Source: an optimization exercise on an open RTL-to-GDS flow (aim: small area, a short achievable clock period and few clock cycles). Production flows keep margins and buffers that such runs may drop. Where RTL was checked, it was by simulation tests only, not by an equivalence proof against the original.

run 1:
Design seq_store_top, start of the top module:
module seq_store_top (
  input  wire logic                  clk_i,
  input  wire logic                  rst_ni,
  input  wire logic                  rx_deshfu_valid_i,
  output logic                       rx_deshfu_ready_o,
  input  wire store_pkg::seq_entry_t rx_deshfu_i,
  input  wire logic                  txn_valid_i,
  output logic                       txn_ready_o,
  input  wire store_pkg::txn_beat_t  txn_i,
  input  wire logic                  meta_valid_i,
  output logic                       meta_ready_o,
  input  wire store_pkg::meta_t      meta_i,
  output logic                       axi_w_valid_o,
  input  wire logic                  axi_w_ready_i,
  output store_pkg::w_beat_t         axi_w_o
);
  logic        in_req_q;
  logic        hold_q;
  logic        view_hold_q;   
  logic [4:0]  ptr_q;
  logic [15:0][3:0] hi_nb_q;
  logic [15:0]      hi_en_q;
  logic        out_valid_q;
  store_pkg::w_beat_t out_q;
  logic        tq_valid_q;
  logic [3:0]  tq_lower_q;
  logic [4:0]  tq_cnt_q;
  logic        tq_last_q;
  logic        tq_final_q;
  logic        tn_valid_q;
  logic [3:0]  tn_lower_q;
  logic [4:0]  tn_cnt_q;
  logic        tn_last_q;
  logic        tn_final_q;
  logic [4:0]  sum_q;     
  logic        span_q;    
  logic        ge17_q;    
  logic        rdy_s0_q;  
  logic        rdy_v0_q;  
  logic        rdy_v1_q;  
  logic        ge32_q;    
  logic [4:0]  rot_q;     
  ...
export LEC_CHECK = 0
export CAP_MARGIN = 20
export CORE_MARGIN = 2
export CORE_UTILIZATION = 60
export CTS_CLUSTER_DIAMETER = 70
export CTS_CLUSTER_SIZE = 32
export PLACE_DENSITY = 0.75
export SETUP_SLACK_MARGIN = 3.4
export SLEW_MARGIN = 20
export SYNTH_HIERARCHICAL = 1
export TNS_END_PERCENT = 20
create_clock -name core_clock -period 6.3 [get_ports {clk_i}]
standard.sh (not shown) runs the stock make flow with config.mk's settings and CLKGATE_MAP_FILE= SYNTH_SCRIPT=/design/flow/synth_recipe.tcl, a recipe that flattens the netlist after the stock synthesis.
==> flow/flow/run.sh <==
#!/bin/bash
# Standard ORFS layout, with the port buffers inserted as the smallest buffer
# (the resizer still upsizes any that timing needs).
set -euo pipefail
export BUFFER_PORTS_ARGS="-buffer_cell sky130_fd_sc_hd__buf_1"
bash standard.sh finish > standard_flow.log 2>&1
Having completed the whole flow, run 1 delivered a layout that passed the timing, design-rule and antenna checks.
Testbench counts of run 1, summed over its fixed seeds: cycles 8,613.
Relative to run 1, the following input files were edited for run 2:
Settings: removing TNS_END_PERCENT (formerly 20); removing PLACE_DENSITY (formerly 0.75); changing SETUP_SLACK_MARGIN from 3.4 to 3.1.
--- outcome ---
[compare] base=run 1 new=run 2: via count now sits lower; global-route usage barely changed; final cell utilization of the core moved down. Against run 1, run 2 reports a final cell count without fillers that is lower. Going from run 1 to run 2, number of setup buffers added after CTS decreased 15. Diff run 1 -> run 2 | final cell area excluding filler cells | down slightly. Looking at number of global-route vias before repair, run 2 sits about 3% below run 1. Run 2 ended up with reg -> reg as its start-to-end type of the worst setup path; run 1 ended up with in -> out. Run 1 → run 2: count of non-CTS buffers in the layout now smaller; multi-input gate share of total cell area higher; global-route wire length before repair moved down.
### run 2 -> run 3
Settings: changing SETUP_SLACK_MARGIN from 3.1 to 3.5.
==> notes.md <==
- Run 3 packs its core more tightly than run 2.
- Share of the clock period used by the worst path after layout (lower): run 3
- On number of clock buffers in the layout: between run 3 and run 2, it ends up higher for run 3.
- Average wire length per cell after detail routing is lower on run 2
- In run 3 the worst setup slack turned out 55 ps higher than in run 2.
- Compared with run 2, in run 3 depth of the critical timing path with buffers and inverters included now smaller, synthesis-to-finish area growth went up by 8.1 points.
- Note that the area of all placed cells without fillers recorded for run 2 amounts to 0.933 times the value seen in run 3.
diff inputs: run 3 => run 4
Settings: SETUP_SLACK_MARGIN: 3.5 -> 3.3; PLACE_DENSITY: unset -> 0.75; TNS_END_PERCENT: unset -> 5.
Notes after the runs:
Run 4 finished every step from synthesis to the final layout, and the layout passed the timing, design-rule and antenna checks.
For run 4, the slowest stage cell on the critical path was sky130_fd_sc_hd__inv_2, unlike run 3, where it was sky130_fd_sc_hd__o221ai_4.
From run 4 to run 3, buffer levels on the longest clock path did not move at all.
Run 3 → run 4: critical path depth +3; relative area of clock buffers and inverters in the final design ~0 delta.
Cell count: run 3 and run 4 compared, lower one is run 4
From run 4 to run 3, number of failing setup endpoints in the final timing report did not move at all.
~same combined flip-flop and latch cell area in run 3 and run 4
Total wirelength of the detailed-routed design ended up 2600 um lower on run 4 than on run 3.
Re die area: no difference whatsoever between run 3 and run 4.

---

Another version of the RTL of seq_store_top (not shown whole).
Size: ~1300 cells after synthesis, roughly 160 flip-flops, about 270 I/O pins, about 14000 sq um of cells after synthesis.
Settings: LEC_CHECK=0, CAP_MARGIN=20, CORE_MARGIN=2, CORE_UTILIZATION=40, SLEW_MARGIN=20; clock period 6.3 ns.
run.sh (not shown) runs the stock make flow with config.mk's settings and CLKGATE_MAP_FILE= SYNTH_SCRIPT=/design/flow/synth_recipe.tcl, a recipe that flattens the netlist after the stock synthesis.
Stock flow here: none of the scripts above is used.
The starting point completed without violations.
Testbench counts at the start, summed over its fixed seeds: cycles 8,605.
Then changed:
--- a/flow/config.mk
+++ b/flow/config.mk
@@ -7,0 +8 @@
+export ABC_CLOCK_PERIOD_IN_PS = 3500
@@ -10,0 +12 @@
+export SETUP_SLACK_MARGIN = 2.8
@@ -11,0 +14 @@
+export TNS_END_PERCENT = 100
The changed run finished clean.
Fmax went up by 8.6%.
Design area went up by 25%.
Hold slack is better by 0.042 ns.
Routed wire length went up by 20%.
Global-route usage went up by 2.1 points.
Critical path depth went up by 1.

---

RTL: one of the versions met above, not the one the previous note started from.
Size: about 210 flip-flops, about 15,000 um^2 of cells after synthesis.
export LEC_CHECK = 0
export CAP_MARGIN = 20
export CORE_MARGIN = 2
export CORE_UTILIZATION = 65
export CTS_CLUSTER_DIAMETER = 70
export CTS_CLUSTER_SIZE = 32
export PLACE_DENSITY = 0.75
export SETUP_SLACK_MARGIN = 3.3
export SLEW_MARGIN = 20
export SYNTH_HIERARCHICAL = 1
export TNS_END_PERCENT = 20
create_clock -name core_clock -period 6.3 [get_ports {clk_i}]
standard.sh (not shown) runs the stock make flow with config.mk's settings and CLKGATE_MAP_FILE= SYNTH_SCRIPT=/design/flow/synth_recipe.tcl, a recipe that flattens the netlist after the stock synthesis.
Scripts as last shown in full above: flow/flow/run.sh
The baseline finished with timing, DRC and antenna clean.
Testbench counts at the start, summed over its fixed seeds: cycles 8,613.
Edit:
Settings changed: ABC_AREA set to 1, CORE_UTILIZATION 65 to 60, PLACE_DENSITY 0.75 to unset, TNS_END_PERCENT 20 to unset.
The changed run finished clean; global-route usage is higher by 4.8 points; core utilization came out lower by 8.2 points; wire length rises by a quarter to a third; sequential cell count stays the same; cell area rose slightly; die area rose by roughly a tenth; sequential share of layout area falls by 0.67 points.
Edit:
Settings changed: ABC_AREA 1 to unset, PLACE_DENSITY set to 0.75, TNS_END_PERCENT set to 35.
=> Count of clock-buffer cells in the layout goes down by 4. Non-clock buffer count goes up by 10. Setup slack gets better by 0.030 ns.

---

Another version of the RTL of seq_store_top (not shown whole).
For scale: about 1300 cells after synthesis, about 200 flip-flops, roughly 270 I/O pins, roughly 15000 um^2 of cells after synthesis.
Settings: LEC_CHECK=0, CAP_MARGIN=20, CORE_MARGIN=2, CORE_UTILIZATION=60, CTS_CLUSTER_DIAMETER=70, CTS_CLUSTER_SIZE=32, PLACE_DENSITY=0.75, SETUP_SLACK_MARGIN=3.3, SLEW_MARGIN=20, SYNTH_HIERARCHICAL=1, TNS_END_PERCENT=20; clock period 6.3 ns.
Scripts as last shown in full above: flow/flow/run.sh
Next try:
PLACE_DENSITY = default   (was 0.75)
TNS_END_PERCENT = default   (was 20)
Final area decreases by 0.36%; clock-buffer cell count decreases by 1; critical path depth is unchanged; worst hold slack degrades by 0.025 ns.
Function was not checked in any run of this note: the RTL went through the layout flow alone.

---

before:
Another version of the RTL of seq_store_top (not shown whole).
Size in the first run: roughly 1500 cells after synthesis, roughly 170 flip-flops, roughly 270 I/O pins.
clock: 6.3 ns
lec_check: 0
abc_clock_period_in_ps: 3000
cap_margin: 20
core_margin: 2
core_utilization: 40
setup_slack_margin: 3.3
slew_margin: 20
tns_end_percent: 100
run.sh (not shown) runs the stock make flow with config.mk's settings and CLKGATE_MAP_FILE= SYNTH_SCRIPT=/design/flow/synth_recipe.tcl, a recipe that flattens the netlist after the stock synthesis.
Stock flow here: none of the scripts above is used.
## Diff of input files: after against before
Settings: ABC_CLOCK_PERIOD_IN_PS no longer set, was 3000.
### Flow results
From before to after, multiplexer area fraction after synthesis did not move at all. Starting density of the core came out exactly the same in after and before. As far as routed wire length goes, before and after are indistinguishable; the numbers are identical. Comparing after with before, the setup slack after layout came out essentially unchanged. after and before ended up with roughly the same number of buffer and inverter instances along the worst setup path. From before to after, synthesis-to-layout area growth did not move at all. Die boundary height delta (before -> after): insignificant. Reported for after and before, number of placement rows turned out identical to the last digit. Diff before..after | estimated wirelength of the detail-placed design | unchanged. Between after and before, the area enclosed by the die boundary figures differ only marginally.
Function was not checked in any run of this note: the RTL went through the layout flow alone.

---

seq_store_top, a different RTL version from the one above (not shown whole).
Size: ~0.016 sq mm of cells after synthesis.
==> flow/config.mk <==
export PLATFORM = sky130hd
export DESIGN_NAME = seq_store_top
export DESIGN_NICKNAME = seq_store_top
export VERILOG_FILES = /design/flow/design.v
export SDC_FILE = /design/flow/constraint.sdc
export NUM_CORES = 4
export LEC_CHECK = 0
export CAP_MARGIN = 20
export CORE_MARGIN = 2
export CORE_UTILIZATION = 60
export SETUP_SLACK_MARGIN = 3.0
export SLEW_MARGIN = 20
==> flow/constraint.sdc <==
create_clock -name core_clock -period 6.3 [get_ports {clk_i}]
set_input_delay 1.2600 -clock core_clock [delete_from_list [all_inputs] [get_ports {clk_i}]]
set_output_delay 1.2600 -clock core_clock [all_outputs]
set_load 0.01 [all_outputs]
standard.sh (not shown) runs the stock make flow with config.mk's settings and CLKGATE_MAP_FILE= SYNTH_SCRIPT=/design/flow/synth_recipe.tcl, a recipe that flattens the netlist after the stock synthesis.
Scripts as last shown in full above: flow/flow/run.sh
Then changed:
- CORE_UTILIZATION: 60 -> 75
- SETUP_SLACK_MARGIN: 3.0 -> 3.3
What happened: Final area climbs by 2.4%; maximum frequency drops by 1.8%.
Then changed:
- ABC_AREA: unset -> 1
- CORE_UTILIZATION: 75 -> 60
Outcome:
- The changed run produced a clean layout
- clock-buffer cell count went up by 5
- clock skew stays flat
- sequential share of layout area came out higher by 0.52 points
- maximum frequency rose slightly
No run of this note included a check of the RTL's function; only the layout flow was run.

==> static timing again, ports no longer ideal <==
In the flow no input, the clock included, has a driving cell. The finished layouts below were timed again as built, in two steps.
Step 1, drivers: a clkbuf_16 drives clk_i and a buf_2 each remaining input, both assumed.
Step 2 also shifts input and output timing later by t, the mid clock arrival at the registers, as if the neighbouring blocks saw the same clock.
Slacks: ideal ports / drivers / drivers and shift; pairs: ideal ports / drivers.
| run | shift t [ns] | slack for setup (ns) | worst register clock-pin slew, ns | worst slew at a driven data input, ns | cell pins on the clock port's net |
|---|---|---|---|---|---|
| run 1 | 0.545 | 3.310 / 3.276 / 2.839 | 0.11 / 0.11 | 0.09 | 1 |
| run 2 | 0.547 | 3.188 / 3.166 / 2.780 | 0.11 / 0.11 | 0.10 | 1 |
| run 3 | 0.553 | 3.243 / 3.192 / 2.947 | 0.10 / 0.10 | 0.13 | 1 |
| run 4 | 0.543 | 3.212 / 3.179 / 2.775 | 0.11 / 0.11 | 0.08 | 1 |
| the first run of note 2 | 0.508 | 0.187 / 0.159 / 0.159 | 0.07 / 0.07 | 0.06 | 1 |
| the second run of note 2 | 0.508 | 0.670 / 0.611 / 0.298 | 0.08 / 0.08 | 0.07 | 1 |
| the first run of note 3 | 0.534 | 3.278 / 3.248 / 2.754 | 0.11 / 0.11 | 0.08 | 1 |
| the second run of note 3 | 0.575 | 3.280 / 3.259 / 2.717 | 0.10 / 0.10 | 0.17 | 1 |
| the third run of note 3 | 0.542 | 3.311 / 3.277 / 2.819 | 0.11 / 0.11 | 0.09 | 1 |
| the first run of note 4 | 0.568 | 3.258 / 3.216 / 2.843 | 0.09 / 0.09 | 0.10 | 1 |
| the second run of note 4 | 0.550 | 3.223 / 3.185 / 2.718 | 0.11 / 0.11 | 0.10 | 1 |
| before | 0.523 | 2.178 / 2.123 / 2.325 | 0.08 / 0.08 | 0.09 | 1 |
| after | 0.523 | 2.178 / 2.123 / 2.325 | 0.08 / 0.08 | 0.09 | 1 |
| the first run of note 6 | 0.564 | 3.012 / 2.989 / 2.763 | 0.07 / 0.07 | 0.10 | 1 |
| the second run of note 6 | 0.569 | 2.953 / 2.888 / 2.526 | 0.07 / 0.07 | 0.15 | 1 |
| the third run of note 6 | 0.583 | 2.981 / 2.948 / 2.948 | 0.07 / 0.07 | 0.12 | 1 |
After both steps every run listed still meets setup and hold. The setup slack of the second run of note 3, which loses most, moves by -0.021 ns with the drivers and by -0.563 ns with both steps.
